This is an optimization exercise on Yosys and OpenROAD, whose aim is small area, a short achievable clock period and few clock cycles, not a production implementation.
At most, simulation tests tie the RTL to the original design; equivalence was not proved.
The RTL of runs 1 and 2 was laid out without a check of its function.

==> flow/design.v, too long to show whole: its modules and the start of the top module <==
// module fp32_mac_core: 616 lines
// module ks_add: 32 lines
// module inc_pfx: 17 lines
// module lzc32: 28 lines
// module mul_tree: 696 lines
module fp32_mac_core #(
   parameter logic [31:0] CANON_NAN = 32'h7FC00000
) (
   input  logic        CLK_I,
   input  logic        RSTL_I,
   input  logic        IN_VALID_I,
   input  logic [95:0] IN_DATA_I,
   output logic        IN_READY_O,
   output logic        OUT_VALID_O,
   input  logic        OUT_READY_I,
   output logic [31:0] OUT_DATA_O,
   output logic        OVERRUN_O
);
  // ...
==> flow/flow/run.sh <==
#!/bin/bash
# The standard layout (standard.sh: the standard synthesis and ORFS flow, unchanged), with
#  - a tighter setup target for the timing repair steps: repair_timing works until the setup
#    slack at the fixed 10 ns clock is at least SETUP_SLACK_MARGIN (flow/margin.txt);
#  - the smallest buffer cell for the port buffers (every port still gets its buffer; repair
#    may resize them).
set -euo pipefail
MARGIN=$(cat flow/margin.txt)
bash standard.sh SETUP_SLACK_MARGIN=$MARGIN "BUFFER_PORTS_ARGS=-buffer_cell sky130_fd_sc_hd__buf_1" finish > standard_flow.log 2>&1
==> flow/flow/margin.txt <==
6.4
==> flow/standard.sh <==
#!/bin/bash
# synth_recipe.tcl (not shown) runs the flow's synth.tcl, then flattens the netlist and writes it again
# the make line also repeats each setting of config.mk as NAME=value (left out here)
make -C /OpenROAD-flow-scripts/flow DESIGN_CONFIG=/design/flow/config.mk WORK_HOME=/design/flow/orfs CLKGATE_MAP_FILE= SYNTH_SCRIPT=/design/flow/synth_recipe.tcl "${@:-finish}"
==> flow/config.mk <==
export PLATFORM = sky130hd
export DESIGN_NAME = fp32_mac_core
export DESIGN_NICKNAME = fp32_mac_core
export VERILOG_FILES = /design/flow/design.v
export SDC_FILE = /design/flow/constraint.sdc
export NUM_CORES = 4
export LEC_CHECK = 0
export CAP_MARGIN = 20
export CORE_MARGIN = 2
export CORE_UTILIZATION = 40
export CTS_BUF_LIST = sky130_fd_sc_hd__clkbuf_8
export CTS_CLUSTER_DIAMETER = 80
export CTS_CLUSTER_SIZE = 14
export SLEW_MARGIN = 20
==> flow/constraint.sdc <==
create_clock -name core_clock -period 10.0 [get_ports {CLK_I}]
set_input_delay 2.0000 -clock core_clock [delete_from_list [all_inputs] [get_ports {CLK_I}]]
set_output_delay 2.0000 -clock core_clock [all_outputs]
set_load 0.01 [all_outputs]
==> flow_summary.json, run 1 <==
{
  "wl_um": 103000,
  "worst_slack_ns": 6.15,
  "wl_met1_um": 43200,
  "cp_cell_sequence": "ha_4 -> inv_2 -> fa_2 -> nand2b_4 -> a211oi_4 -> o31a_1 -> nor4_1 -> a311oi_2 -> nand2_2 -> buf_4 -> nor4_1 -> nand4_1 -> xnor2_1 -> mux2i_1",
  "synth_compound_area_share_pct": 15.8,
  "grt_max_degree": 74,
  "final_max_slew_viol_count": 0,
  "yosys-top-cells-area": "edfxtp_1, dfxtp_1, fa_1",
  "hold_slack_ns": 0.369,
  "grt_pass1_vias": 28285,
  "fillerInstances": 8496,
  "grt_use_met3_pct": 3.08,
  "synth_area_um2": 36300,
  "final_cell_mix": "inv_1, nand2_1, edfxtp_1, xnor2_1, nor2_1",
  "busiest_layer": "met2",
  "status": "finished clean",
  "io_pins": 135,
  "grt_use_met1_pct": 27.0,
  "synth_simple_gate_area_share_pct": 13.3,
  "path_max_fanout": 5,
  "synth_edf_count": 309,
  "hold_viol": 0,
  "skew_ns": 0.0469,
  "nFlopsAndLatches": 494,
  "rsz0062_at_grt": "yes",
  "multi_input_area_share_pct": 54.6,
  "hp-class": "reg -> reg",
  "placed_cells_incl_taps": 4838,
  "grt_pass1_wl_um": 158000,
  "min_to": "cc2[3]$_DFF_P_",
  "taps": 1176,
  "routed-via-count": 28873,
  "numPortBuffers": 134,
  "hold_depth": 0,
  "synth_top_family_by_area": "compound AO/OA/AOI/OAI gates",
  "syn_avg_cell_area_um2": 9.80,
  "wl_met3_um": 5970,
  "crit_path_frequent_cell": "nor4_1"
}
==> module fp32_mac_core, before the edit <==
module fp32_mac_core #(
   parameter logic [31:0] CANON_NAN = 32'h7FC00000
) (
   input  logic        CLK_I,
   input  logic        RSTL_I,
   input  logic        IN_VALID_I,
   input  logic [95:0] IN_DATA_I,
   output logic        IN_READY_O,
   output logic        OUT_VALID_O,
   input  logic        OUT_READY_I,
   output logic [31:0] OUT_DATA_O,
   output logic        OVERRUN_O
);
   localparam logic [1:0] K_NUM = 2'd0, K_NAN = 2'd1, K_INF = 2'd2, K_ZERO = 2'd3;
   logic       valid_prev;
   logic       rise, acc, take;
   logic [2:0] cnt_q, cnt_n;    
   logic       v0_q, v1_q, v2_q, v3_q, v4_q, v5_q;
   logic       en_o, en5, en4, en3;
   assign rise  = IN_VALID_I & ~valid_prev;
   assign acc   = rise & IN_READY_O;
   assign take  = OUT_VALID_O & OUT_READY_I;
   assign cnt_n = cnt_q + {2'd0, acc} - {2'd0, take};
   assign en_o = ~OUT_VALID_O;
   assign en5  = ~v5_q | en_o;
   assign en4  = ~v4_q | en5;
   assign en3  = ~v3_q | en4;
   always_ff @(posedge CLK_I or negedge RSTL_I) begin
      if (!RSTL_I) begin
         valid_prev  <= 1'b1;
         IN_READY_O  <= 1'b1;
         OVERRUN_O   <= 1'b0;
         OUT_VALID_O <= 1'b0;
         cnt_q       <= 3'd0;
         v0_q        <= 1'b0;
         v1_q        <= 1'b0;
         v2_q        <= 1'b0;
         v3_q        <= 1'b0;
         v4_q        <= 1'b0;
         v5_q        <= 1'b0;
      end else begin
         valid_prev <= IN_VALID_I;
         if (rise & ~IN_READY_O) OVERRUN_O <= 1'b1;
         cnt_q      <= cnt_n;
         IN_READY_O <= ~cnt_n[2];
         v0_q       <= acc;
         v1_q       <= v0_q;
         v2_q       <= v1_q;
         if (en3) v3_q <= v2_q;
         if (en4) v4_q <= v3_q;
         else if (en5) v4_q <= 1'b0;
         if (en5) v5_q <= v4_q;
         else if (en_o) v5_q <= 1'b0;
         if (en_o) OUT_VALID_O <= v5_q;
         else if (OUT_READY_I) OUT_VALID_O <= 1'b0;
      end
   end
   logic [31:0] a, c;
   logic [31:13] b;
   logic [19:0] bd;
   function automatic logic [2:0] booth(input logic [2:0] x);
      booth[0] = x[1] ^ x[0];
      booth[1] = (x[2] & ~x[1] & ~x[0]) | (~x[2] & x[1] & x[0]);
      booth[2] = x[2];
   endfunction
   logic [19:0] bd_lo, bd_hi;
   logic [13:0] blx;      
   logic [12:0] bhx;      
   assign blx = {1'b0, IN_DATA_I[44:32], 1'b0};
   assign bhx = {2'b01, b[22:13], 1'b0};
   always_comb begin
      for (int i = 0; i < 6; i++) begin
         bd_lo[3*i +: 3] = booth(blx[2*i +: 3]);
         bd_hi[3*i +: 3] = booth(bhx[2*i +: 3]);
      end
      bd_lo[19:18] = booth({1'b0, blx[13:12]}) & 2'b11;
      bd_hi[19:18] = 2'b00;
   end
   always_ff @(posedge CLK_I) begin
      if (!v0_q) begin
         a <= IN_DATA_I[31:0];
         b <= IN_DATA_I[63:45];
         c <= IN_DATA_I[95:64];
      end
      bd <= v0_q ? bd_hi : bd_lo;
   end
   logic [23:0] am;
   logic        v1;
   logic [47:0] p0s, p0c;       
   logic [47:0] ts, tc;
   logic [251:0] tx;
   assign am = {1'b1, a[22:0]};
   assign v1 = v1_q;
   assign tx[0] = (((bd[0] & am[0])) ^ bd[2]);
   assign tx[1] = (((bd[0] & am[1]) | (bd[1] & am[0])) ^ bd[2]);
   assign tx[2] = (((bd[0] & am[2]) | (bd[1] & am[1])) ^ bd[2]);
   assign tx[3] = (((bd[0] & am[3]) | (bd[1] & am[2])) ^ bd[2]);
   assign tx[4] = (((bd[0] & am[4]) | (bd[1] & am[3])) ^ bd[2]);
   assign tx[5] = (((bd[0] & am[5]) | (bd[1] & am[4])) ^ bd[2]);
   assign tx[6] = (((bd[0] & am[6]) | (bd[1] & am[5])) ^ bd[2]);
   assign tx[7] = (((bd[0] & am[7]) | (bd[1] & am[6])) ^ bd[2]);
   assign tx[8] = (((bd[0] & am[8]) | (bd[1] & am[7])) ^ bd[2]);
   assign tx[9] = (((bd[0] & am[9]) | (bd[1] & am[8])) ^ bd[2]);
   assign tx[10] = (((bd[0] & am[10]) | (bd[1] & am[9])) ^ bd[2]);
   assign tx[11] = (((bd[0] & am[11]) | (bd[1] & am[10])) ^ bd[2]);
   assign tx[12] = (((bd[0] & am[12]) | (bd[1] & am[11])) ^ bd[2]);
   assign tx[13] = (((bd[0] & am[13]) | (bd[1] & am[12])) ^ bd[2]);
   assign tx[14] = (((bd[0] & am[14]) | (bd[1] & am[13])) ^ bd[2]);
   assign tx[15] = (((bd[0] & am[15]) | (bd[1] & am[14])) ^ bd[2]);
   assign tx[16] = (((bd[0] & am[16]) | (bd[1] & am[15])) ^ bd[2]);
   assign tx[17] = (((bd[0] & am[17]) | (bd[1] & am[16])) ^ bd[2]);
   assign tx[18] = (((bd[0] & am[18]) | (bd[1] & am[17])) ^ bd[2]);
   assign tx[19] = (((bd[0] & am[19]) | (bd[1] & am[18])) ^ bd[2]);
   assign tx[20] = (((bd[0] & am[20]) | (bd[1] & am[19])) ^ bd[2]);
   assign tx[21] = (((bd[0] & am[21]) | (bd[1] & am[20])) ^ bd[2]);
   assign tx[22] = (((bd[0] & am[22]) | (bd[1] & am[21])) ^ bd[2]);
   assign tx[23] = (((bd[0] & am[23]) | (bd[1] & am[22])) ^ bd[2]);
   assign tx[24] = (((bd[1] & am[23])) ^ bd[2]);
   assign tx[25] = bd[2];
   assign tx[26] = ~bd[2];
   assign tx[27] = (((bd[3] & am[0])) ^ bd[5]);
   assign tx[28] = (((bd[3] & am[1]) | (bd[4] & am[0])) ^ bd[5]);
   assign tx[29] = (((bd[3] & am[2]) | (bd[4] & am[1])) ^ bd[5]);
   assign tx[30] = (((bd[3] & am[3]) | (bd[4] & am[2])) ^ bd[5]);
   assign tx[31] = (((bd[3] & am[4]) | (bd[4] & am[3])) ^ bd[5]);
   assign tx[32] = (((bd[3] & am[5]) | (bd[4] & am[4])) ^ bd[5]);
   assign tx[33] = (((bd[3] & am[6]) | (bd[4] & am[5])) ^ bd[5]);
   assign tx[34] = (((bd[3] & am[7]) | (bd[4] & am[6])) ^ bd[5]);
   assign tx[35] = (((bd[3] & am[8]) | (bd[4] & am[7])) ^ bd[5]);
   assign tx[36] = (((bd[3] & am[9]) | (bd[4] & am[8])) ^ bd[5]);
   assign tx[37] = (((bd[3] & am[10]) | (bd[4] & am[9])) ^ bd[5]);
   assign tx[38] = (((bd[3] & am[11]) | (bd[4] & am[10])) ^ bd[5]);
   assign tx[39] = (((bd[3] & am[12]) | (bd[4] & am[11])) ^ bd[5]);
   assign tx[40] = (((bd[3] & am[13]) | (bd[4] & am[12])) ^ bd[5]);
   assign tx[41] = (((bd[3] & am[14]) | (bd[4] & am[13])) ^ bd[5]);
   assign tx[42] = (((bd[3] & am[15]) | (bd[4] & am[14])) ^ bd[5]);
   assign tx[43] = (((bd[3] & am[16]) | (bd[4] & am[15])) ^ bd[5]);
   assign tx[44] = (((bd[3] & am[17]) | (bd[4] & am[16])) ^ bd[5]);
   assign tx[45] = (((bd[3] & am[18]) | (bd[4] & am[17])) ^ bd[5]);
   assign tx[46] = (((bd[3] & am[19]) | (bd[4] & am[18])) ^ bd[5]);
   assign tx[47] = (((bd[3] & am[20]) | (bd[4] & am[19])) ^ bd[5]);
   assign tx[48] = (((bd[3] & am[21]) | (bd[4] & am[20])) ^ bd[5]);
   assign tx[49] = (((bd[3] & am[22]) | (bd[4] & am[21])) ^ bd[5]);
   assign tx[50] = (((bd[3] & am[23]) | (bd[4] & am[22])) ^ bd[5]);
   assign tx[51] = (((bd[4] & am[23])) ^ bd[5]);
   assign tx[52] = bd[5];
   assign tx[53] = ~bd[5];
   assign tx[54] = (((bd[6] & am[0])) ^ bd[8]);
   assign tx[55] = (((bd[6] & am[1]) | (bd[7] & am[0])) ^ bd[8]);
   assign tx[56] = (((bd[6] & am[2]) | (bd[7] & am[1])) ^ bd[8]);
   assign tx[57] = (((bd[6] & am[3]) | (bd[7] & am[2])) ^ bd[8]);
   assign tx[58] = (((bd[6] & am[4]) | (bd[7] & am[3])) ^ bd[8]);
   assign tx[59] = (((bd[6] & am[5]) | (bd[7] & am[4])) ^ bd[8]);
   assign tx[60] = (((bd[6] & am[6]) | (bd[7] & am[5])) ^ bd[8]);
   assign tx[61] = (((bd[6] & am[7]) | (bd[7] & am[6])) ^ bd[8]);
   assign tx[62] = (((bd[6] & am[8]) | (bd[7] & am[7])) ^ bd[8]);
   assign tx[63] = (((bd[6] & am[9]) | (bd[7] & am[8])) ^ bd[8]);
   assign tx[64] = (((bd[6] & am[10]) | (bd[7] & am[9])) ^ bd[8]);
   assign tx[65] = (((bd[6] & am[11]) | (bd[7] & am[10])) ^ bd[8]);
   assign tx[66] = (((bd[6] & am[12]) | (bd[7] & am[11])) ^ bd[8]);
   assign tx[67] = (((bd[6] & am[13]) | (bd[7] & am[12])) ^ bd[8]);
   assign tx[68] = (((bd[6] & am[14]) | (bd[7] & am[13])) ^ bd[8]);
   assign tx[69] = (((bd[6] & am[15]) | (bd[7] & am[14])) ^ bd[8]);
   assign tx[70] = (((bd[6] & am[16]) | (bd[7] & am[15])) ^ bd[8]);
   assign tx[71] = (((bd[6] & am[17]) | (bd[7] & am[16])) ^ bd[8]);
   assign tx[72] = (((bd[6] & am[18]) | (bd[7] & am[17])) ^ bd[8]);
   assign tx[73] = (((bd[6] & am[19]) | (bd[7] & am[18])) ^ bd[8]);
   assign tx[74] = (((bd[6] & am[20]) | (bd[7] & am[19])) ^ bd[8]);
   assign tx[75] = (((bd[6] & am[21]) | (bd[7] & am[20])) ^ bd[8]);
   assign tx[76] = (((bd[6] & am[22]) | (bd[7] & am[21])) ^ bd[8]);
   assign tx[77] = (((bd[6] & am[23]) | (bd[7] & am[22])) ^ bd[8]);
   assign tx[78] = (((bd[7] & am[23])) ^ bd[8]);
   assign tx[79] = bd[8];
   assign tx[80] = ~bd[8];
   assign tx[81] = (((bd[9] & am[0])) ^ bd[11]);
   assign tx[82] = (((bd[9] & am[1]) | (bd[10] & am[0])) ^ bd[11]);
   assign tx[83] = (((bd[9] & am[2]) | (bd[10] & am[1])) ^ bd[11]);
   assign tx[84] = (((bd[9] & am[3]) | (bd[10] & am[2])) ^ bd[11]);
   assign tx[85] = (((bd[9] & am[4]) | (bd[10] & am[3])) ^ bd[11]);
   assign tx[86] = (((bd[9] & am[5]) | (bd[10] & am[4])) ^ bd[11]);
   assign tx[87] = (((bd[9] & am[6]) | (bd[10] & am[5])) ^ bd[11]);
   assign tx[88] = (((bd[9] & am[7]) | (bd[10] & am[6])) ^ bd[11]);
   assign tx[89] = (((bd[9] & am[8]) | (bd[10] & am[7])) ^ bd[11]);
   assign tx[90] = (((bd[9] & am[9]) | (bd[10] & am[8])) ^ bd[11]);
   assign tx[91] = (((bd[9] & am[10]) | (bd[10] & am[9])) ^ bd[11]);
   assign tx[92] = (((bd[9] & am[11]) | (bd[10] & am[10])) ^ bd[11]);
   assign tx[93] = (((bd[9] & am[12]) | (bd[10] & am[11])) ^ bd[11]);
   assign tx[94] = (((bd[9] & am[13]) | (bd[10] & am[12])) ^ bd[11]);
   assign tx[95] = (((bd[9] & am[14]) | (bd[10] & am[13])) ^ bd[11]);
   assign tx[96] = (((bd[9] & am[15]) | (bd[10] & am[14])) ^ bd[11]);
   assign tx[97] = (((bd[9] & am[16]) | (bd[10] & am[15])) ^ bd[11]);
   assign tx[98] = (((bd[9] & am[17]) | (bd[10] & am[16])) ^ bd[11]);
   assign tx[99] = (((bd[9] & am[18]) | (bd[10] & am[17])) ^ bd[11]);
   assign tx[100] = (((bd[9] & am[19]) | (bd[10] & am[18])) ^ bd[11]);
   assign tx[101] = (((bd[9] & am[20]) | (bd[10] & am[19])) ^ bd[11]);
   assign tx[102] = (((bd[9] & am[21]) | (bd[10] & am[20])) ^ bd[11]);
   assign tx[103] = (((bd[9] & am[22]) | (bd[10] & am[21])) ^ bd[11]);
   assign tx[104] = (((bd[9] & am[23]) | (bd[10] & am[22])) ^ bd[11]);
   assign tx[105] = (((bd[10] & am[23])) ^ bd[11]);
   assign tx[106] = bd[11];
   assign tx[107] = ~bd[11];
   assign tx[108] = (((bd[12] & am[0])) ^ bd[14]);
   assign tx[109] = (((bd[12] & am[1]) | (bd[13] & am[0])) ^ bd[14]);
   assign tx[110] = (((bd[12] & am[2]) | (bd[13] & am[1])) ^ bd[14]);
   assign tx[111] = (((bd[12] & am[3]) | (bd[13] & am[2])) ^ bd[14]);
   assign tx[112] = (((bd[12] & am[4]) | (bd[13] & am[3])) ^ bd[14]);
   assign tx[113] = (((bd[12] & am[5]) | (bd[13] & am[4])) ^ bd[14]);
   assign tx[114] = (((bd[12] & am[6]) | (bd[13] & am[5])) ^ bd[14]);
   assign tx[115] = (((bd[12] & am[7]) | (bd[13] & am[6])) ^ bd[14]);
   assign tx[116] = (((bd[12] & am[8]) | (bd[13] & am[7])) ^ bd[14]);
   assign tx[117] = (((bd[12] & am[9]) | (bd[13] & am[8])) ^ bd[14]);
   assign tx[118] = (((bd[12] & am[10]) | (bd[13] & am[9])) ^ bd[14]);
   assign tx[119] = (((bd[12] & am[11]) | (bd[13] & am[10])) ^ bd[14]);
   assign tx[120] = (((bd[12] & am[12]) | (bd[13] & am[11])) ^ bd[14]);
   assign tx[121] = (((bd[12] & am[13]) | (bd[13] & am[12])) ^ bd[14]);
   assign tx[122] = (((bd[12] & am[14]) | (bd[13] & am[13])) ^ bd[14]);
   assign tx[123] = (((bd[12] & am[15]) | (bd[13] & am[14])) ^ bd[14]);
   assign tx[124] = (((bd[12] & am[16]) | (bd[13] & am[15])) ^ bd[14]);
   assign tx[125] = (((bd[12] & am[17]) | (bd[13] & am[16])) ^ bd[14]);
   assign tx[126] = (((bd[12] & am[18]) | (bd[13] & am[17])) ^ bd[14]);
   assign tx[127] = (((bd[12] & am[19]) | (bd[13] & am[18])) ^ bd[14]);
   assign tx[128] = (((bd[12] & am[20]) | (bd[13] & am[19])) ^ bd[14]);
   assign tx[129] = (((bd[12] & am[21]) | (bd[13] & am[20])) ^ bd[14]);
   assign tx[130] = (((bd[12] & am[22]) | (bd[13] & am[21])) ^ bd[14]);
   assign tx[131] = (((bd[12] & am[23]) | (bd[13] & am[22])) ^ bd[14]);
   assign tx[132] = (((bd[13] & am[23])) ^ bd[14]);
   assign tx[133] = bd[14];
   assign tx[134] = ~bd[14];
   assign tx[135] = (((bd[15] & am[0])) ^ bd[17]);
   assign tx[136] = (((bd[15] & am[1]) | (bd[16] & am[0])) ^ bd[17]);
   assign tx[137] = (((bd[15] & am[2]) | (bd[16] & am[1])) ^ bd[17]);
   assign tx[138] = (((bd[15] & am[3]) | (bd[16] & am[2])) ^ bd[17]);
   assign tx[139] = (((bd[15] & am[4]) | (bd[16] & am[3])) ^ bd[17]);
   assign tx[140] = (((bd[15] & am[5]) | (bd[16] & am[4])) ^ bd[17]);
   assign tx[141] = (((bd[15] & am[6]) | (bd[16] & am[5])) ^ bd[17]);
   assign tx[142] = (((bd[15] & am[7]) | (bd[16] & am[6])) ^ bd[17]);
   assign tx[143] = (((bd[15] & am[8]) | (bd[16] & am[7])) ^ bd[17]);
   assign tx[144] = (((bd[15] & am[9]) | (bd[16] & am[8])) ^ bd[17]);
   assign tx[145] = (((bd[15] & am[10]) | (bd[16] & am[9])) ^ bd[17]);
   assign tx[146] = (((bd[15] & am[11]) | (bd[16] & am[10])) ^ bd[17]);
   assign tx[147] = (((bd[15] & am[12]) | (bd[16] & am[11])) ^ bd[17]);
   assign tx[148] = (((bd[15] & am[13]) | (bd[16] & am[12])) ^ bd[17]);
   assign tx[149] = (((bd[15] & am[14]) | (bd[16] & am[13])) ^ bd[17]);
   assign tx[150] = (((bd[15] & am[15]) | (bd[16] & am[14])) ^ bd[17]);
   assign tx[151] = (((bd[15] & am[16]) | (bd[16] & am[15])) ^ bd[17]);
   assign tx[152] = (((bd[15] & am[17]) | (bd[16] & am[16])) ^ bd[17]);
   assign tx[153] = (((bd[15] & am[18]) | (bd[16] & am[17])) ^ bd[17]);
   assign tx[154] = (((bd[15] & am[19]) | (bd[16] & am[18])) ^ bd[17]);
   assign tx[155] = (((bd[15] & am[20]) | (bd[16] & am[19])) ^ bd[17]);
   assign tx[156] = (((bd[15] & am[21]) | (bd[16] & am[20])) ^ bd[17]);
   assign tx[157] = (((bd[15] & am[22]) | (bd[16] & am[21])) ^ bd[17]);
   assign tx[158] = (((bd[15] & am[23]) | (bd[16] & am[22])) ^ bd[17]);
   assign tx[159] = (((bd[16] & am[23])) ^ bd[17]);
   assign tx[160] = bd[17];
   assign tx[161] = ~bd[17];
   assign tx[162] = (p0s[13] & v1);
   assign tx[163] = (p0s[14] & v1);
   assign tx[164] = (p0s[15] & v1);
   assign tx[165] = (p0s[16] & v1);
   assign tx[166] = (p0s[17] & v1);
   assign tx[167] = (p0s[18] & v1);
   assign tx[168] = (p0s[19] & v1);
   assign tx[169] = (p0s[20] & v1);
   assign tx[170] = (p0s[21] & v1);
   assign tx[171] = (p0s[22] & v1);
   assign tx[172] = (p0s[23] & v1);
   assign tx[173] = (p0s[24] & v1);
   assign tx[174] = ((bd[18] & am[0])) | (p0s[25] & v1);
   assign tx[175] = ((bd[18] & am[1]) | (bd[19] & am[0])) | (p0s[26] & v1);
   assign tx[176] = ((bd[18] & am[2]) | (bd[19] & am[1])) | (p0s[27] & v1);
   assign tx[177] = ((bd[18] & am[3]) | (bd[19] & am[2])) | (p0s[28] & v1);
   assign tx[178] = ((bd[18] & am[4]) | (bd[19] & am[3])) | (p0s[29] & v1);
   assign tx[179] = ((bd[18] & am[5]) | (bd[19] & am[4])) | (p0s[30] & v1);
   assign tx[180] = ((bd[18] & am[6]) | (bd[19] & am[5])) | (p0s[31] & v1);
   assign tx[181] = ((bd[18] & am[7]) | (bd[19] & am[6])) | (p0s[32] & v1);
   assign tx[182] = ((bd[18] & am[8]) | (bd[19] & am[7])) | (p0s[33] & v1);
   assign tx[183] = ((bd[18] & am[9]) | (bd[19] & am[8])) | (p0s[34] & v1);
   assign tx[184] = ((bd[18] & am[10]) | (bd[19] & am[9])) | (p0s[35] & v1);
   assign tx[185] = ((bd[18] & am[11]) | (bd[19] & am[10])) | (p0s[36] & v1);
   assign tx[186] = ((bd[18] & am[12]) | (bd[19] & am[11])) | (p0s[37] & v1);
   assign tx[187] = ((bd[18] & am[13]) | (bd[19] & am[12])) | (p0s[38] & v1);
   assign tx[188] = ((bd[18] & am[14]) | (bd[19] & am[13])) | (p0s[39] & v1);
   assign tx[189] = ((bd[18] & am[15]) | (bd[19] & am[14])) | (p0s[40] & v1);
   assign tx[190] = ((bd[18] & am[16]) | (bd[19] & am[15])) | (p0s[41] & v1);
   assign tx[191] = ((bd[18] & am[17]) | (bd[19] & am[16])) | (p0s[42] & v1);
   assign tx[192] = ((bd[18] & am[18]) | (bd[19] & am[17])) | (p0s[43] & v1);
   assign tx[193] = ((bd[18] & am[19]) | (bd[19] & am[18])) | (p0s[44] & v1);
   assign tx[194] = ((bd[18] & am[20]) | (bd[19] & am[19])) | (p0s[45] & v1);
   assign tx[195] = ((bd[18] & am[21]) | (bd[19] & am[20])) | (p0s[46] & v1);
   assign tx[196] = ((bd[18] & am[22]) | (bd[19] & am[21])) | (p0s[47] & v1);
   assign tx[197] = ((bd[18] & am[23]) | (bd[19] & am[22]));
   assign tx[198] = ((bd[19] & am[23]));
   assign tx[199] = (p0c[13] & v1);
   assign tx[200] = (p0c[14] & v1);
   assign tx[201] = (p0c[15] & v1);
   assign tx[202] = (p0c[16] & v1);
   assign tx[203] = (p0c[17] & v1);
   assign tx[204] = (p0c[18] & v1);
   assign tx[205] = (p0c[19] & v1);
   assign tx[206] = (p0c[20] & v1);
   assign tx[207] = (p0c[21] & v1);
   assign tx[208] = (p0c[22] & v1);
   assign tx[209] = (p0c[23] & v1);
   assign tx[210] = (p0c[24] & v1);
   assign tx[211] = (p0c[25] & v1);
   assign tx[212] = (p0c[26] & v1);
   assign tx[213] = (p0c[27] & v1);
   assign tx[214] = (p0c[28] & v1);
   assign tx[215] = (p0c[29] & v1);
   assign tx[216] = (p0c[30] & v1);
   assign tx[217] = (p0c[31] & v1);
   assign tx[218] = (p0c[32] & v1);
   assign tx[219] = (p0c[33] & v1);
   assign tx[220] = (p0c[34] & v1);
   assign tx[221] = (p0c[35] & v1);
   assign tx[222] = (p0c[36] & v1);
   assign tx[223] = (p0c[37] & v1);
   assign tx[224] = (p0c[38] & v1);
   assign tx[225] = (p0c[39] & v1);
   assign tx[226] = (p0c[40] & v1);
   assign tx[227] = (p0c[41] & v1);
   assign tx[228] = (p0c[42] & v1);
   assign tx[229] = (p0c[43] & v1);
   assign tx[230] = (p0c[44] & v1);
   assign tx[231] = (p0c[45] & v1);
   assign tx[232] = (p0c[46] & v1);
   assign tx[233] = (p0c[47] & v1);
   assign tx[234] = 1'b1;
   assign tx[235] = 1'b1;
   assign tx[236] = 1'b1;
   assign tx[237] = 1'b1;
   assign tx[238] = 1'b1;
   assign tx[239] = 1'b1;
   assign tx[240] = 1'b1;
   assign tx[241] = 1'b1;
   assign tx[242] = 1'b1;
   assign tx[243] = 1'b1;
   assign tx[244] = 1'b1;
   assign tx[245] = 1'b1;
   assign tx[246] = 1'b1;
   assign tx[247] = 1'b1;
   assign tx[248] = 1'b1;
   assign tx[249] = 1'b1;
   assign tx[250] = 1'b1;
   assign tx[251] = 1'b1;
   mul_tree u_tree (.x(tx), .s(ts), .c(tc));
   always_ff @(posedge CLK_I) begin
      p0s <= ts;
      p0c <= tc;
   end
   logic [12:0] lo13;
   logic        lo13_c;
   ks_add #(13, 4) u_lo13 (.a(p0s[12:0]), .b(p0c[12:0]), .ci(1'b0), .s(lo13), .co(lo13_c));
   logic blo_zero;
   always_ff @(posedge CLK_I) begin
      blo_zero <= (bd == 20'd0);
   end
   logic a_zero, b_zero, c_zero, a_inf, b_inf, c_inf, a_nan, b_nan, c_nan;
   logic mul_sign;
   logic [1:0] kind_m;
   logic       ksign_m, kill_m;
   logic [9:0] ep_m;
   logic [10:0] t_m;
   assign a_zero   = (a[30:23] == 8'h00);
   assign b_zero   = (b[30:23] == 8'h00);
   assign c_zero   = (c[30:23] == 8'h00);
   assign a_inf    = (a[30:23] == 8'hFF) && (a[22:0] == 23'd0);
   assign b_inf    = (b[30:23] == 8'hFF) && (b[22:13] == 10'd0) && blo_zero;
   assign c_inf    = (c[30:23] == 8'hFF) && (c[22:0] == 23'd0);
   assign a_nan    = (a[30:23] == 8'hFF) && (a[22:0] != 23'd0);
   assign b_nan    = (b[30:23] == 8'hFF) && !b_inf;
   assign c_nan    = (c[30:23] == 8'hFF) && (c[22:0] != 23'd0);
   assign mul_sign = a[31] ^ b[31];
   assign ep_m     = {2'b00, a[30:23]} + {2'b00, b[30:23]} - 10'd127;
   logic [10:0] t1;
   always_ff @(posedge CLK_I) begin
      t1 <= {3'b000, c[30:23]} + 11'd127 - {3'b000, a[30:23]} - {3'b000, b[30:23]};
   end
   assign t_m      = t1;
   always_comb begin
      kind_m  = K_NUM;
      ksign_m = 1'b0;
      kill_m  = 1'b0;
      if (a_nan || b_nan || c_nan || (a_inf && b_zero) || (b_inf && a_zero) ||
          ((a_inf || b_inf) && c_inf && (mul_sign != c[31])))
         kind_m = K_NAN;
      else if (a_inf || b_inf) begin
         kind_m = K_INF; ksign_m = mul_sign;
      end else if (c_inf) begin
         kind_m = K_INF; ksign_m = c[31];
      end else if (a_zero || b_zero) begin
         if (c_zero) begin
            kind_m = K_ZERO; ksign_m = c[31];
         end else
            kill_m = 1'b1;
      end
   end
   logic [14:0] sk_m;        
   logic [2:0]  dp_m, dz_m;
   logic [9:0]  base_m;      
   always_comb begin
      for (int k = 0; k < 3; k++) begin
         logic [10:0] d, m;
         d = t_m - 11'(k);
         m = d[10] ? (11'd0 - d) : d;
         sk_m[5*k +: 5] = (m > 11'd31) ? 5'd31 : m[4:0];
         dp_m[k] = ~d[10] & (d != 11'd0);
         dz_m[k] = (d == 11'd0);
      end
      for (int k = 0; k < 2; k++)
         base_m[5*k +: 5] = dp_m[k] ? sk_m[5*(k+1) +: 5] : sk_m[5*k +: 5];
   end
   logic [34:0] s2, c2;
   logic        cy2, st2;
   logic [9:0]  ep2;
   logic [9:0]  base2;
   logic [2:0]  dp2, dz2;
   logic        ps2;
   logic [31:0] cc2;
   logic [1:0]  kind2;
   logic        ks2, kill2;
   always_ff @(posedge CLK_I) begin
      s2    <= ts[34:0];
      c2    <= tc[34:0];
      cy2   <= lo13_c;
      st2   <= |lo13;
      ep2   <= ep_m;
      base2 <= base_m;
      dp2   <= dp_m;
      dz2   <= dz_m;
      ps2   <= mul_sign;
      cc2   <= c;
      kind2 <= kind_m;
      ks2   <= ksign_m;
      kill2 <= kill_m;
   end
   logic [34:0] q;             
   logic        q_co;
   logic        pr_ovf;
   logic [22:0] pr_r;
   logic [23:0] rm;
   ks_add #(35, 6) u_qadd (.a(s2), .b(c2), .ci(cy2), .s(q), .co(q_co));
   logic [23:0] m1, m0;
   logic        inc1, inc0;
   logic [22:0] r1, r0;
   assign m1   = q[34:11];
   assign m0   = q[33:10];
   assign inc1 = q[10] & ((|q[9:0]) | st2 | m1[0]);
   assign inc0 = q[9]  & ((|q[8:0]) | st2 | m0[0]);
   inc_pfx #(23, 5) u_pinc1 (.a(m1[22:0]), .ci(inc1), .s(r1));
   inc_pfx #(23, 5) u_pinc0 (.a(m0[22:0]), .ci(inc0), .s(r0));
   assign pr_r   = q[34] ? r1 : r0;
   assign pr_ovf = q[34] ? (inc1 & (&m1)) : (inc0 & (&m0));
   assign rm = {1'b1, pr_r};
   logic [4:0] base;
   logic       dpa, dpb, dza, dzb;
   always_comb begin
      if (q[34]) begin
         base = base2[9:5]; dpa = dp2[1]; dza = dz2[1];
         dpb = dp2[2]; dzb = dz2[2];
      end else begin
         base = base2[4:0]; dpa = dp2[0]; dza = dz2[0];
         dpb = dp2[1]; dzb = dz2[1];
      end
   end
   logic [23:0] rm3;
   logic [9:0]  ep3;
   logic        n3, ovf3;
   logic        ps3;
   logic [31:0] cc3;
   logic [1:0]  kind3;
   logic        ks3, kill3;
   logic        dpa3, dpb3, dza3, dzb3;
   logic [4:0]  base3;
   always_ff @(posedge CLK_I) begin
      if (en3) begin
         rm3    <= rm;
         ep3    <= ep2;
         n3     <= q[34];
         ovf3   <= pr_ovf;
         ps3    <= ps2;
         cc3    <= cc2;
         kind3  <= kind2;
         ks3    <= ks2;
         kill3  <= kill2;
         dpa3   <= dpa;
         dpb3   <= dpb;
         dza3   <= dza;
         dzb3   <= dzb;
         base3  <= base;
      end
   end
   logic [23:0] c_man, sm_in, lg_m;
   logic        c_nz, c_gt, c_bigger, sm_ok;
   logic [26:0] al_x, al_sh, al_mask, al_small;
   logic        al_st;
   logic [24:0] cmp_d;
   logic        cmp_co;
   logic       dpos3, dzero3;
   logic       extra;
   logic [9:0] re3;
   assign dpos3  = ovf3 ? dpb3 : dpa3;
   assign dzero3 = ovf3 ? dzb3 : dza3;
   assign extra  = dpa3 ^ ovf3;
   assign re3    = ep3 + {9'd0, n3} + {9'd0, ovf3};
   assign c_nz  = (cc3[30:23] != 8'h00);
   assign c_man = {c_nz, cc3[22:0]};
   ks_add #(24, 5) u_cmp (.a(rm3), .b(~c_man), .ci(1'b1), .s(cmp_d[23:0]), .co(cmp_co));
   assign c_gt     = ~cmp_co;
   assign c_bigger = kill3 | (c_nz & (dpos3 | (dzero3 & c_gt)));
   assign sm_ok    = c_nz & ~kill3;
   assign sm_in   = (dpa3 ? rm3 : c_man) & {24{sm_ok}};
   assign al_x    = {sm_in, 3'b000};
   assign al_sh   = al_x >> base3;
   assign al_mask = ~(27'h7FFFFFF << base3);
   assign al_st   = |(al_x & al_mask);
   always_comb begin
      if (dzero3)
         al_small = (c_gt & sm_ok) ? {rm3, 3'b000} : {c_man & {24{sm_ok}}, 3'b000};
      else if (extra)
         al_small = {1'b0, al_sh[26:2], al_sh[1] | al_sh[0] | al_st};
      else
         al_small = {al_sh[26:1], al_sh[0] | al_st};
   end
   assign lg_m = c_bigger ? c_man : rm3;
   logic [23:0] lg4;
   logic [26:0] sm4;
   logic [9:0]  e4;
   logic        s4, sub4;
   logic [1:0]  kind4;
   logic        ks4;
   always_ff @(posedge CLK_I) begin
      if (en4) begin
         lg4   <= lg_m;
         sm4   <= al_small ^ {27{cc3[31] ^ ps3}};
         e4    <= c_bigger ? {2'b00, cc3[30:23]} : re3;
         s4    <= c_bigger ? cc3[31] : ps3;
         sub4  <= cc3[31] ^ ps3;
         kind4 <= kind3;
         ks4   <= ks3;
      end
   end
   logic [26:0] add_s;
   logic        add_co;
   logic [27:0] add_sum;
   logic [26:0] pre;
   logic [4:0]  lz;
   ks_add #(27, 5) u_add (.a({lg4, 3'b000}), .b(sm4), .ci(sub4), .s(add_s), .co(add_co));
   assign add_sum = {add_co & ~sub4, add_s};
   lzc32 u_lzc (.x({add_sum[26:0], 5'b10000}), .n(lz));
   logic [4:0]  lzu;
   logic [26:0] pre_a, pre_b;
   assign lzu   = add_sum[27] ? 5'd0 : lz;
   assign pre_a = add_sum[27] ? {add_sum[27:2], add_sum[1] | add_sum[0]} : add_sum[26:0];
   assign pre_b = lzu[4] ? {pre_a[10:0], 16'd0} : pre_a;
   assign pre   = lzu[3] ? {pre_b[18:0], 8'd0} : pre_b;
   logic [26:0] pre5;
   logic [4:0]  lz5;
   logic        up5;
   logic [9:0]  e5;
   logic        s5;
   logic [1:0]  kind5;
   logic        ks5;
   always_ff @(posedge CLK_I) begin
      if (en5) begin
         pre5  <= pre;
         lz5   <= lzu;
         up5   <= add_sum[27];
         e5    <= e4;
         s5    <= s4;
         kind5 <= kind4;
         ks5   <= ks4;
      end
   end
   logic [26:0] norm;
   logic [9:0]  ne;
   logic        ne_co;
   logic [7:0]  ne_p1;
   logic [22:0] rn_r;
   logic        rn_inc, rn_ovf, zero5;
   logic        ge254, ge255, le0, ovr, unr;
   logic [7:0]  rnd_e;
   logic [31:0] res;
   assign norm   = pre5 << lz5[2:0];
   assign rn_inc = norm[2] & (norm[1] | norm[0] | norm[3]);
   assign rn_ovf = rn_inc & (&norm[26:3]);
   inc_pfx #(23, 5) u_rinc (.a(norm[25:3]), .ci(rn_inc), .s(rn_r));
   assign zero5 = (lz5 == 5'd27);
   ks_add #(10, 4) u_ne (.a(e5), .b(up5 ? 10'd0 : ~{5'd0, lz5}), .ci(1'b1), .s(ne), .co(ne_co));
   assign ne_p1 = ne[7:0] + 8'd1;
   assign ge255 = ~ne[9] & (ne[8] | (&ne[7:0]));
   assign ge254 = ~ne[9] & (ne[8] | (&ne[7:1]));
   assign le0   = ne[9] | (ne == 10'd0);
   assign ovr   = rn_ovf ? ge254 : ge255;
   assign unr   = rn_ovf ? ne[9] : le0;
   assign rnd_e = rn_ovf ? ne_p1 : ne[7:0];
   always_comb begin
      case (kind5)
         K_NAN:  res = CANON_NAN;
         K_INF:  res = {ks5, 8'hFF, 23'd0};
         K_ZERO: res = {ks5, 31'd0};
         default:
            if (zero5)
               res = 32'd0;
            else if (ovr)
               res = {s5, 8'hFF, 23'd0};
            else if (unr)
               res = {s5, 31'd0};
            else
               res = {s5, rnd_e, rn_r};
      endcase
   end
   always_ff @(posedge CLK_I) begin
      if (en_o) OUT_DATA_O <= res;
   end
endmodule
==> inputs of run 2 (changes only) <==
--- a/flow/design.v
+++ b/flow/design.v
@@ -398,4 +398,3 @@
    logic [14:0] sk_m;        
-   logic [2:0]  dp_m, dz_m;
-   logic [9:0]  base_m;      
+   logic [2:0] dp_m, dz_m;
    always_comb begin
@@ -409,4 +408,2 @@
       end
-      for (int k = 0; k < 2; k++)
-         base_m[5*k +: 5] = dp_m[k] ? sk_m[5*(k+1) +: 5] : sk_m[5*k +: 5];
    end
@@ -415,3 +412,3 @@
    logic [9:0]  ep2;
-   logic [9:0]  base2;
+   logic [14:0] sk2;
    logic [2:0]  dp2, dz2;
@@ -427,3 +424,3 @@
       ep2   <= ep_m;
-      base2 <= base_m;
+      sk2   <= sk_m;
       dp2   <= dp_m;
@@ -447,10 +444,46 @@
    assign m0   = q[33:10];
-   assign inc1 = q[10] & ((|q[9:0]) | st2 | m1[0]);
-   assign inc0 = q[9]  & ((|q[8:0]) | st2 | m0[0]);
-   inc_pfx #(23, 5) u_pinc1 (.a(m1[22:0]), .ci(inc1), .s(r1));
-   inc_pfx #(23, 5) u_pinc0 (.a(m0[22:0]), .ci(inc0), .s(r0));
+   logic [9:0] zd;
+   logic       nz10, nz9;
+   always_comb begin
+      zd[0] = (s2[0] ^ c2[0]) ~^ cy2;
+      for (int i = 1; i < 10; i++)
+         zd[i] = (s2[i] ^ c2[i]) ~^ (s2[i-1] | c2[i-1]);
+   end
+   assign nz10 = ~(&zd[9:0]);    
+   assign nz9  = ~(&zd[8:0]);    
+   assign inc1 = q[10] & (nz10 | st2 | m1[0]);
+   assign inc0 = q[9]  & (nz9  | st2 | m0[0]);
+   logic [34:0] hp, hg;
+   logic [34:11] hh;           
+   logic [9:0]  lo10;
+   logic [22:0] pa1, pa0;      
+   logic        c10, c11;
+   logic        a11, a10;      
+   logic [23:0] ta1, ta0;      
+   assign hp = s2 ^ c2;
+   assign hg = s2 & c2;
+   always_comb
+      for (int k = 11; k < 35; k++) hh[k] = hp[k] ^ hg[k-1];
+   ks_add #(10, 4) u_c10 (.a(s2[9:0]), .b(c2[9:0]), .ci(cy2), .s(lo10), .co(c10));
+   and_pfx #(23, 5) u_pa1 (.a(hh[34:12]), .p(pa1));
+   and_pfx #(23, 5) u_pa0 (.a(hh[33:11]), .p(pa0));
+   assign c11 = hg[10] | (hp[10] & c10);
+   assign a11 = hp[11] ^ c11;
+   assign a10 = hp[10] ^ c10;
+   always_comb begin
+      ta1[0] = 1'b1;
+      ta0[0] = 1'b1;
+      ta1[1] = a11;
+      ta0[1] = a10;
+      for (int i = 2; i < 24; i++) begin
+         ta1[i] = a11 & pa1[i-2];
+         ta0[i] = a10 & pa0[i-2];
+      end
+   end
+   assign r1     = q[33:11] ^ (ta1[22:0] & {23{inc1}});
+   assign r0     = q[32:10] ^ (ta0[22:0] & {23{inc0}});
    assign pr_r   = q[34] ? r1 : r0;
-   assign pr_ovf = q[34] ? (inc1 & (&m1)) : (inc0 & (&m0));
+   assign pr_ovf = q[34] ? (inc1 & ta1[23] & hh[34]) : (inc0 & ta0[23] & hh[33]);
    assign rm = {1'b1, pr_r};
-   logic [4:0] base;
+   logic [4:0] sha, shb;
    logic       dpa, dpb, dza, dzb;
@@ -458,7 +491,7 @@
       if (q[34]) begin
-         base = base2[9:5]; dpa = dp2[1]; dza = dz2[1];
-         dpb = dp2[2]; dzb = dz2[2];
+         sha = sk2[9:5];   dpa = dp2[1]; dza = dz2[1];
+         shb = sk2[14:10]; dpb = dp2[2]; dzb = dz2[2];
       end else begin
-         base = base2[4:0]; dpa = dp2[0]; dza = dz2[0];
-         dpb = dp2[1]; dzb = dz2[1];
+         sha = sk2[4:0];   dpa = dp2[0]; dza = dz2[0];
+         shb = sk2[9:5];   dpb = dp2[1]; dzb = dz2[1];
       end
@@ -473,3 +506,3 @@
    logic        dpa3, dpb3, dza3, dzb3;
-   logic [4:0]  base3;
+   logic [4:0]  sha3, shb3;
    always_ff @(posedge CLK_I) begin
@@ -489,3 +522,4 @@
          dzb3   <= dzb;
-         base3  <= base;
+         sha3   <= sha;
+         shb3   <= shb;
       end
@@ -499,3 +533,3 @@
    logic       dpos3, dzero3;
-   logic       extra;
+   logic [4:0] sh3;
    logic [9:0] re3;
@@ -503,3 +537,3 @@
    assign dzero3 = ovf3 ? dzb3 : dza3;
-   assign extra  = dpa3 ^ ovf3;
+   assign sh3    = ovf3 ? shb3 : sha3;
    assign re3    = ep3 + {9'd0, n3} + {9'd0, ovf3};
@@ -511,12 +545,10 @@
    assign sm_ok    = c_nz & ~kill3;
-   assign sm_in   = (dpa3 ? rm3 : c_man) & {24{sm_ok}};
+   assign sm_in   = (dpos3 ? rm3 : c_man) & {24{sm_ok}};
    assign al_x    = {sm_in, 3'b000};
-   assign al_sh   = al_x >> base3;
-   assign al_mask = ~(27'h7FFFFFF << base3);
+   assign al_sh   = al_x >> sh3;
+   assign al_mask = ~(27'h7FFFFFF << sh3);
    assign al_st   = |(al_x & al_mask);
    always_comb begin
-      if (dzero3)
-         al_small = (c_gt & sm_ok) ? {rm3, 3'b000} : {c_man & {24{sm_ok}}, 3'b000};
-      else if (extra)
-         al_small = {1'b0, al_sh[26:2], al_sh[1] | al_sh[0] | al_st};
+      if (dzero3 & c_gt & sm_ok)
+         al_small = {rm3, 3'b000};
       else
@@ -648,2 +680,18 @@
 endmodule
+module and_pfx #(
+   parameter int W = 8,
+   parameter int L = 3       
+) (
+   input  logic [W-1:0] a,
+   output logic [W-1:0] p
+);
+   logic [W-1:0] t [0:L];
+   always_comb begin
+      t[0] = a;
+      for (int l = 0; l < L; l++)
+         for (int i = 0; i < W; i++)
+            t[l+1][i] = (i >= (1 << l)) ? (t[l][i] & t[l][i - (1 << l)]) : t[l][i];
+   end
+   assign p = t[L];
+endmodule
 module inc_pfx #(
==> flow/flow/margin.txt (replaced) <==
6.3
==> flow_summary.json, run 2 <==
{
  "gp_congestion": 0.921,
  "max_freq_mhz": 269,
  "final_max_slew_viol_count": 0,
  "synthArstFlopShare_pct": 2.58,
  "finalSetupTns_ns": 0,
  "synth_edf_count": 314,
  "yosysSeqAreaShare_pct": 36.9,
  "numPortBuffers": 134,
  "busiest_layer": "met2",
  "fillerInstances": 8486,
  "dr.pass1.iters": 8,
  "ant_nets": 0,
  "synthFlopType": "edfxtp_1",
  "numCtsBuffers": 47,
  "die_h_um": 304,
  "drive_above_1_share_pct": 11.0,
  "drt_first_iter_violations": 1918,
  "area_growth_pct": 11.1,
  "nets": 4121,
  "coreArea_um2": 89600,
  "grt_max_degree": 68,
  "synth.top_cell.area_share_pct": 26.2,
  "cp.arrival_ns": 4.21,
  "io_pins": 135,
  "synthCells": 3540,
  "rr_worst_depth": 12,
  "synth_area_um2": 36000,
  "drv_cap": 0,
  "gr-usage-met2_pct": 35.4,
  "viasPerCell": 5.43,
  "slew-limit-headroom_pct": 25.9,
  "antenna_found_initial": 2,
  "grt_pass1_vias": 26533,
  "critPathLaunchType": "flip-flop",
  "grt_usage_pct": 19.8,
  "yosysUniqueCellTypes": 101,
  "reg_top3": "c2 x34, s2 x34",
  "period_share_pct": 37.1,
  "wl_per_cell_um": 19.4,
  "initial_core_util_pct": 40.2,
  "setup_viol": 0,
  "yosys-top-cells-area": "edfxtp_1, fa_1, dfxtp_1",
  "routed-via-count": 26390,
  "wl_um": 94100,
  "synth-seq-cells": 504,
  "cts_hold_buf": 0,
  "hp-class": "reg -> reg",
  "synth_warnings": 21,
  "cts.sinks": 504,
  "dp_slack_ns": 5.65,
  "rows": 110,
  "hold_depth": 0,
  "required_ns": 10.50,
  "drc": 0,
  "grt_use_met1_pct": 24.6,
  "final_cell_mix": "inv_1, edfxtp_1, xnor2_1, nand2_1, fa_1",
  "worstMarginPinSlew_ns": 1.11,
  "synthTopCellsByCount": "inv_1, edfxtp_1, xnor2_1",
  "status": "finished clean",
  "clock_path_buffers": 3,
  "path_max_fanout": 7,
  "syn_nets": 4021,
  "yosysTopAreaCell": "edfxtp_1",
  "synth.most_common_cell": "inv_1",
  "critPathKind": "reg -> reg",
  "skew_ns": 0.0861,
  "htreeDepth": 2,
  "die-width_um": 304,
  "worst_slack_ns": 6.29,
  "worst_setup_path_end_kind": "flip-flop",
  "hpwl_um": 68200,
  "tritoncts": "built",
  "clk_latency_ns": 0.74,
  "syn_avg_cell_area_um2": 10.2,
  "dieArea_um2": 92500,
  "cts.clk_slew.worst_paths_ns": 0.10,
  "clockRootBuffer": "clkbuf_8",
  "overflow": 0,
  "hold_viol": 0,
  "fin_crit_ns": 3.71,
  "final_common_cell": "inv_1",
  "grt_pass1_wl_um": 148000,
  "rsz0062_at_grt": "yes",
  "hold_slack_ns": 0.343,
  "grt_use_met3_pct": 2.37
}
[run 2: routing by layer]
layer	wire length [µm]	part of all wire, %	vias to the layer above
li1	-	-	12712
met1	39200	42	12783
met2	47200	50	699
met3	4310	4.6	196
met4	3420	3.6	0
met5	0	0	-
[run 2: metrics by stage]
| stage | util, % | cells | cell area (µm²) |
|---|---|---|---|
| floorplan | - | 3540 | 36100 |
| global placement | 41.9 | 4686 | 37500 |
| detailed placement | 41.9 | 4686 | 37500 |
| CTS | 43.6 | 4807 | 39100 |
| global route | 44.7 | 4857 | 40000 |
| finish | 44.7 | 4857 | 40000 |
[run 2: final cells by class]
class	count	area, µm²	area share [%]
Clock buffer	49	674	1.69
Multi-Input combinational cell	2506	21500	53.7
Sequential cell	504	13300	33.3
Antenna cell	2	5.00	0.0125
Tap cell	1176	1470	3.68
Timing Repair Buffer	242	1490	3.72
Clock inverter	39	273	0.682
Inverter	339	1290	3.23
[run 2: kinds of logic (layout without fill, tap and decap cells)]
family                   after synthesis  in the layout  synth area share (%)
other                                  0              2                     0
XOR/XNOR                             382            382                  9.29
multiplexers                         198            198                  6.26
flip-flops                           504            504                  36.9
AND/OR/NAND/NOR                      833            836                  11.5
AO/OA/AOI/OAI                        705            708                  13.1
adder cells (fa/ha/maj)              382            382                  17.1
buffers and inverters                536            669                  5.80
[run 2: final timing paths]
check,from,to,slack [ns]
max,lg4[8]$_DFFE_PN_,pre5[14]$_DFFE_PN_,6.29
min in group asynchronous,RSTL_I,v5_q$_DFFE_PN0P_,1.39
min,c[18]$_DFFE_PN_,cc2[18]$_DFF_P_,0.34
max in group asynchronous,RSTL_I,v1_q$_DFF_PN0_,7.90
min reg2reg,c[18]$_DFFE_PN_,cc2[18]$_DFF_P_,0.34
max reg2reg,lg4[8]$_DFFE_PN_,pre5[14]$_DFFE_PN_,6.29
[run 2: worst max-delay path, cell delays in order (launching register included)]
cell      delay [ns]
edfxtp_1        0.39
ha_2            0.42
a21oi_1         0.15
o21ai_0         0.59
nor4b_4         0.14
or4_1           0.56
a31o_1          0.23
nor4b_4         0.26
buf_6           0.18
o21ai_4         0.10
buf_6           0.14
buf_4           0.12
a211o_1         0.24
[run 2: timing repair]
item | CTS | global route
setup endpoints to repair | 174 | 152
cloned | 7 | 4
pin swaps | 24 | 51
gates resized for setup | 79 | 102
buffers inserted | 26 | 44
==> inputs of run 3 (changes only) <==
--- a/flow/design.v
+++ b/flow/design.v
@@ -583,7 +583,4 @@
    logic [4:0]  lzu;
-   logic [26:0] pre_a, pre_b;
-   assign lzu   = add_sum[27] ? 5'd0 : lz;
-   assign pre_a = add_sum[27] ? {add_sum[27:2], add_sum[1] | add_sum[0]} : add_sum[26:0];
-   assign pre_b = lzu[4] ? {pre_a[10:0], 16'd0} : pre_a;
-   assign pre   = lzu[3] ? {pre_b[18:0], 8'd0} : pre_b;
+   assign lzu = add_sum[27] ? 5'd0 : lz;
+   assign pre = add_sum[27] ? {add_sum[27:2], add_sum[1] | add_sum[0]} : add_sum[26:0];
    logic [26:0] pre5;
@@ -615,6 +612,20 @@
    logic [31:0] res;
-   assign norm   = pre5 << lz5[2:0];
-   assign rn_inc = norm[2] & (norm[1] | norm[0] | norm[3]);
-   assign rn_ovf = rn_inc & (&norm[26:3]);
-   inc_pfx #(23, 5) u_rinc (.a(norm[25:3]), .ci(rn_inc), .s(rn_r));
+   logic [26:0] win;
+   logic        long_sh;
+   logic [22:0] sh_m;
+   always_comb begin
+      case (lz5[1:0])
+         2'd0:    win = pre5;
+         2'd1:    win = {pre5[25:0], 1'b0};
+         default: win = {pre5[24:0], 2'b00};
+      endcase
+   end
+   assign long_sh = (lz5 > 5'd2);
+   assign norm    = pre5 << lz5;
+   assign sh_m    = norm[25:3];
+   assign rn_inc  = ~long_sh & win[2] & (win[1] | win[0] | win[3]);
+   assign rn_ovf  = rn_inc & (&win[26:3]);
+   logic [22:0] rw_r;
+   inc_pfx #(23, 5) u_rinc (.a(win[25:3]), .ci(rn_inc), .s(rw_r));
+   assign rn_r    = long_sh ? sh_m : rw_r;
    assign zero5 = (lz5 == 5'd27);
==> flow/flow/margin.txt (replaced) <==
6.5
==> flow_summary.json, run 3 <==
{
  "antenna_found_initial": 2,
  "nets": 4322,
  "synth.most_common_cell": "inv_1",
  "final_util_pct": 45.3,
  "yosysTopAreaCell": "edfxtp_1",
  "rsz0062_at_grt": "yes",
  "wl_per_cell_um": 19.9,
  "grt_max_degree": 68,
  "syn_avg_cell_area_um2": 9.92,
  "wl_um": 101000,
  "area_growth_pct": 12.4,
  "worst_setup_path_end_kind": "flip-flop",
  "clk_latency_ns": 0.72,
  "clockRootBuffer": "clkbuf_8",
  "yosysUniqueCellTypes": 99,
  "final_max_slew_viol_count": 0,
  "hold_slack_ns": 0.377,
  "numCtsBuffers": 50,
  "grt_pass1_wl_um": 156000,
  "multi_input_area_um2": 22300,
  "yosysSeqAreaShare_pct": 36.1,
  "drc": 0,
  "skew_ns": 0.0446,
  "rows": 111,
  "ff_latch_area_um2": 13300,
  "dr.pass1.iters": 8,
  "viasPerCell": 5.54,
  "synth_area_um2": 36800,
  "final_cell_mix": "inv_1, edfxtp_1, xnor2_1, nand2_1, ha_1",
  "tritoncts": "built",
  "cp-startpoint": "sm4[9]$_DFFE_PN_",
  "syn_nets": 4194,
  "synth-seq-cells": 504,
  "path_max_fanout": 6,
  "worstMarginPinSlew_ns": 0.990,
  "drv_cap": 0,
  "synthTopCellsByCount": "inv_1, edfxtp_1, xnor2_1",
  "synthCells": 3712,
  "overflow": 0,
  "drt_first_iter_violations": 2334,
  "cp_cell_sequence": "ha_4 -> and2_4 -> a2111oi_4 -> nor3_2 -> or4_4 -> a222oi_1 -> and4_4 -> nand4_4 -> or3_4 -> a21oi_2",
  "io_pins": 135,
  "grt_pass1_vias": 27878,
  "critPathLaunchType": "flip-flop",
  "reg_top3": "c2 x34, s2 x34",
  "synth_edf_count": 314,
  "numPortBuffers": 134,
  "placed_cells_incl_taps": 4861,
  "status": "finished clean",
  "required_ns": 10.54,
  "finalNonFillerCells": 5071,
  "synth_warnings": 21,
  "grt_usage_pct": 20.8,
  "cp_top_family": "simple AND/OR/NAND/NOR gates",
  "synthFlopType": "edfxtp_1",
  "cts.clk_slew.worst_paths_ns": 0.09,
  "ant_nets": 0,
  "cp.arrival_ns": 4.05,
  "crit_buf_inv": 0,
  "dieArea_um2": 94500,
  "synth.top_cell.area_share_pct": 25.6,
  "cts.sinks": 504,
  "final_common_cell": "inv_1",
  "slew-limit-headroom_pct": 33.8,
  "yosys-top-cells-area": "edfxtp_1, fa_1, dfxtp_1",
  "clock_path_buffers": 3,
  "routed-via-count": 28099,
  "drive_above_1_share_pct": 11.5,
  "cp_slowest_cell": "or4_4",
  "slowest_delay_ns": 0.53,
  "htreeDepth": 2,
  "hold_viol": 0,
  "cts_hold_buf": 0,
  "initial_core_util_pct": 40.3,
  "max_freq_mhz": 285,
  "finalSetupTns_ns": 0,
  "coreArea_um2": 91400,
  "hpwl_um": 73400,
  "die_h_um": 307,
  "fillerInstances": 8700,
  "fin_crit_ns": 3.51,
  "hp-class": "reg -> reg",
  "setup_viol": 0,
  "critPathKind": "reg -> reg",
  "ff2ff_setup_slack_ns": 6.49,
  "gp_congestion": 0.925,
  "hold_start": "c[7]$_DFFE_PN_",
  "period_share_pct": 35.1,
  "die-width_um": 307,
  "synthArstFlopShare_pct": 2.58,
  "r2r_start": "sm4[9]$_DFFE_PN_"
}
[run 3: cell types whose count changed in the layout (fill, tap and decap cells not counted), moves of 16 or more]
| cell | delta |
|---|---|
| a31oi_1 | -16 |
| buf_4 | +27 |
| mux2i_1 | +16 |
| o21ai_0 | +41 |
| nand3_1 | +28 |
| inv_1 | +21 |
| xnor2_1 | -20 |
[run 3: area by class of cell]
| cell class | instances | area share (%) |
|---|---|---|
| clock buffers | 50 | 1.66 |
| repair buffers | 278 | 4.54 |
| diodes | 3 | 0.0181 |
| flip-flops and latches | 504 | 32.2 |
| well taps | 1186 | 3.59 |
| clock inverters | 44 | 0.789 |
| repair inverters | 1 | 0.0121 |
| multi-input cells | 2644 | 53.9 |
| inverters | 361 | 3.32 |
[run 3: final timing paths]
kind                                          to  depth (start not counted)
setup / recovery            lz5[1]$_SDFFCE_PP0N_                         10
max in group asynchronous         v1_q$_DFF_PN0_                          1
hold / removal                    cc2[7]$_DFF_P_                          0
setup reg to reg            lz5[1]$_SDFFCE_PP0N_                         10
hold reg to reg                   cc2[7]$_DFF_P_                          0
min in group asynchronous  OVERRUN_O$_DFFE_PN0P_                          1
[run 3: what timing repair did]
| item | in CTS | in global routing |
|---|---|---|
| setup buffers | 23 | 78 |
| gates cloned | 4 | 7 |
| pin swaps | 22 | 34 |
| resized for setup | 93 | 94 |
| endpoints found under the setup margin | 207 | 128 |
[run 3: cell families (layout without fill, tap and decap cells)]
group | count (synthesis) | in the layout | share of synthesized area (%)
flip-flops | 504 | 504 | 36.1
adder cells (fa/ha/maj) | 385 | 385 | 16.8
AND/OR/NAND/NOR | 900 | 900 | 12.2
multiplexers | 192 | 192 | 5.45
other | 0 | 3 | 0
buffers and inverters | 568 | 734 | 5.94
XOR/XNOR | 375 | 375 | 8.96
AO/OA/AOI/OAI | 788 | 792 | 14.6
[run 3: routing by layer]
layer | track usage, % | part of all wire [%]
met1 | 26.0 | 42
met3 | 2.34 | 4.9
met4 | 7.53 | 3.5
met5 | 0 | 0
met2 | 36.8 | 50
[run 3: per-stage QoR]
step / setup slack (ns) / area [µm²]
final: 6.49 / 41400
after global routing: 6.39 / 41400
after CTS: 6.42 / 40100
after detailed placement: 5.44 / 38400
after global placement: 5.51 / 38400
after floorplan: 5.93 / 36900
Testbench counts of run 3, summed over its fixed seeds: cycles 4,848.
==> inputs of run 4 (changes only) <==
==> flow/flow/margin.txt (replaced) <==
6.3
==> flow_summary.json, run 4 <==
{
  "cp.arrival_ns": 4.07,
  "critPathLaunchType": "flip-flop",
  "grt_use_met3_pct": 2.71,
  "slew-limit-headroom_pct": 23.1,
  "finalSetupTns_ns": 0,
  "numCtsBuffers": 49,
  "synth-seq-cells": 504,
  "dieArea_um2": 94500,
  "die_h_um": 307,
  "crit_path_frequent_cell": "nor2_1",
  "clockRootBuffer": "clkbuf_8",
  "io_pins": 135,
  "skew_ns": 0.0395,
  "synthCells": 3712,
  "gr-usage-met2_pct": 36.4,
  "hp-class": "reg -> reg",
  "synthFlopType": "edfxtp_1",
  "yosysUniqueCellTypes": 99,
  "path_max_fanout": 33,
  "initial_core_util_pct": 40.3,
  "yosysSeqAreaShare_pct": 36.1,
  "synth_warnings": 21,
  "wl_per_cell_um": 19.7,
  "yosysTopAreaCell": "edfxtp_1",
  "synth.top_cell.area_share_pct": 25.6,
  "final_common_cell": "inv_1",
  "final_max_slew_viol_count": 0,
  "syn_nets": 4194,
  "cts.clk_slew.worst_paths_ns": 0.09,
  "drive_above_1_share_pct": 8.49,
  "synthArstFlopShare_pct": 2.58,
  "hold_viol": 0,
  "rows": 111,
  "nets": 4245,
  "max_freq_mhz": 276,
  "overflow": 0,
  "drc": 0,
  "required_ns": 10.45,
  "slowest_delay_ns": 0.56,
  "htreeDepth": 2,
  "tritoncts": "built",
  "worst_setup_path_end_kind": "flip-flop",
  "synth_area_um2": 36800,
  "setup_viol": 0,
  "grt_use_met1_pct": 25.5,
  "grt_max_degree": 68,
  "cp_cell_sequence": "inv_1 -> ha_1 -> nand3_1 -> nor2_1 -> nand2_1 -> a311oi_2 -> nor3b_2 -> buf_4 -> nor2_1 -> a221oi_1 -> xnor2_1",
  "numPortBuffers": 134,
  "drt_first_iter_violations": 2068,
  "gp_congestion": 0.924,
  "synthTopCellsByCount": "inv_1, edfxtp_1, xnor2_1",
  "grt_pass1_vias": 27569,
  "hpwl_um": 72700,
  "synth_edf_count": 314,
  "syn_avg_cell_area_um2": 9.92,
  "drv_cap": 0,
  "area_growth_pct": 9.20,
  "cts_hold_buf": 0,
  "coreArea_um2": 91400,
  "yosys-top-cells-area": "edfxtp_1, fa_1, dfxtp_1",
  "ant_nets": 0,
  "worstMarginPinSlew_ns": 1.15,
  "grt_pass1_wl_um": 154000,
  "synth.most_common_cell": "inv_1",
  "viasPerCell": 5.50,
  "busiest_layer": "met2",
  "routed-via-count": 27468,
  "status": "finished clean",
  "cp_slowest_cell": "a311oi_2",
  "cts.sinks": 504,
  "grt_usage_pct": 20.5,
  "final_cell_mix": "inv_1, edfxtp_1, xnor2_1, nand2_1, ha_1",
  "critPathKind": "reg -> reg",
  "fin_crit_ns": 3.62,
  "clock_path_buffers": 3,
  "die-width_um": 307,
  "wl_um": 98100,
  "period_share_pct": 36.2,
  "antenna_found_initial": 2,
  "rsz0062_at_grt": "yes",
  "clk_latency_ns": 0.72,
  "dr.pass1.iters": 5,
  "reg_top3": "c2 x34, s2 x34"
}
[run 4: what timing repair did]
item / CTS / global route
resized for setup: 37 / 69
setup endpoints to repair: 159 / 121
cloned: 3 / 3
pin swaps: 8 / 18
setup buffers: 15 / 19
[run 4: layer usage]
layer	part of all wire [%]	wire, µm
met4	3.2	3130
met2	50	49100
met5	0	0
met1	42	40800
met3	5.1	5050
[run 4: stage by stage]
| stage | utilization, % | area, µm² | setup WS (ns) | hold WS, ns | cells |
|---|---|---|---|---|---|
| 2_1_floorplan | - | 36800 | 5.93 | 0.348 | 3712 |
| 5_1_grt | 44.0 | 40200 | 6.29 | 0.356 | 4991 |
| 3_3_place_gp | 42.0 | 38400 | 5.49 | 0.356 | 4856 |
| 4_1_cts | 43.4 | 39600 | 6.23 | 0.350 | 4967 |
| 6_report | 44.0 | 40200 | 6.38 | 0.365 | 4991 |
| 3_5_place_dp | 42.0 | 38400 | 5.44 | 0.359 | 4857 |
[run 4: cell type report]
| type | instances | area [µm²] |
|---|---|---|
| Antenna cell | 1 | 2.50 |
| Clock buffer | 49 | 674 |
| Clock inverter | 43 | 287 |
| Fill cell | 8799 | 51200 |
| Inverter | 361 | 1370 |
| Multi-Input combinational cell | 2645 | 22000 |
| Sequential cell | 504 | 13300 |
| Tap cell | 1186 | 1480 |
| Timing Repair Buffer | 201 | 1110 |
| Timing Repair inverter | 1 | 5.00 |
[run 4: cells by family (layout without fill, tap and decap cells)]
kind of cell,Yosys count,count (layout),share of synthesized area (%)
simple gates,900,900,12.2
compound gates,788,793,14.6
buf+inv,568,655,5.94
flops,504,504,36.1
fa+ha+maj,385,385,16.8
xor+xnor,375,375,8.96
mux,192,192,5.45
other cells,0,1,0
[run 4: worst paths after layout]
path                                   start  slack, ns  cells after the start               endpoint
hold reg to reg              c[21]$_DFFE_PN_       0.37                      0        cc2[21]$_DFF_P_
setup / recovery           cc3[22]$_DFFE_PP_       6.38                     11       sm4[8]$_DFFE_PN_
setup reg to reg           cc3[22]$_DFFE_PP_       6.38                     11       sm4[8]$_DFFE_PN_
max in group asynchronous             RSTL_I       8.36                      1         v1_q$_DFF_PN0_
hold / removal               c[21]$_DFFE_PN_       0.37                      0        cc2[21]$_DFF_P_
min in group asynchronous             RSTL_I       1.24                      1  OVERRUN_O$_DFFE_PN0P_
[run 4: critical path, delay by kind of cell, from the launching register on]
kind,cells,cell delay (ns)
and+or+nand+nor,5,1.14
AOI/OAI and AO/OA,2,0.80
DFF,1,0.53
buffers and inverters,2,0.37
adders and majority gates,1,0.30
xor gates and xnor gates,1,0.20

## static timing again, ports no longer ideal
The flow's constraints put no driver on any port. The routed layouts listed below were extracted and timed again, unchanged, in two steps.
Step 1 sets driving cells, clkbuf_16 on the clock port and buf_2 on the other inputs (assumed; they add their load-dependent delay and slew).
Step 2 also shifts input and output timing later by t, the mid clock arrival at the registers, as if the neighbouring blocks saw the same clock.
Slacks: no drivers / after step 1 / after step 2; pairs: no drivers / after step 1.
| run | t, ns | setup slack, ns | worst setup path after step 2 | clock arrival spread, ns | cell pins on the clock port's net |
|---|---|---|---|---|---|
| run 1 | 0.792 | 6.150 / 6.150 / 6.150 | register to register | 0.048 / 0.048 | 1 |
| run 2 | 0.762 | 6.289 / 6.289 / 6.063 | input to register | 0.086 / 0.087 | 1 |
| run 3 | 0.764 | 6.492 / 6.492 / 6.277 | input to register | 0.045 / 0.045 | 1 |
| run 4 | 0.761 | 6.380 / 6.380 / 6.380 | register to register | 0.042 / 0.042 | 1 |
After both steps setup and hold are still met in every run listed. The setup slack of run 2, which loses most, moves by 0.000 ns with the drivers and by -0.226 ns with both steps.
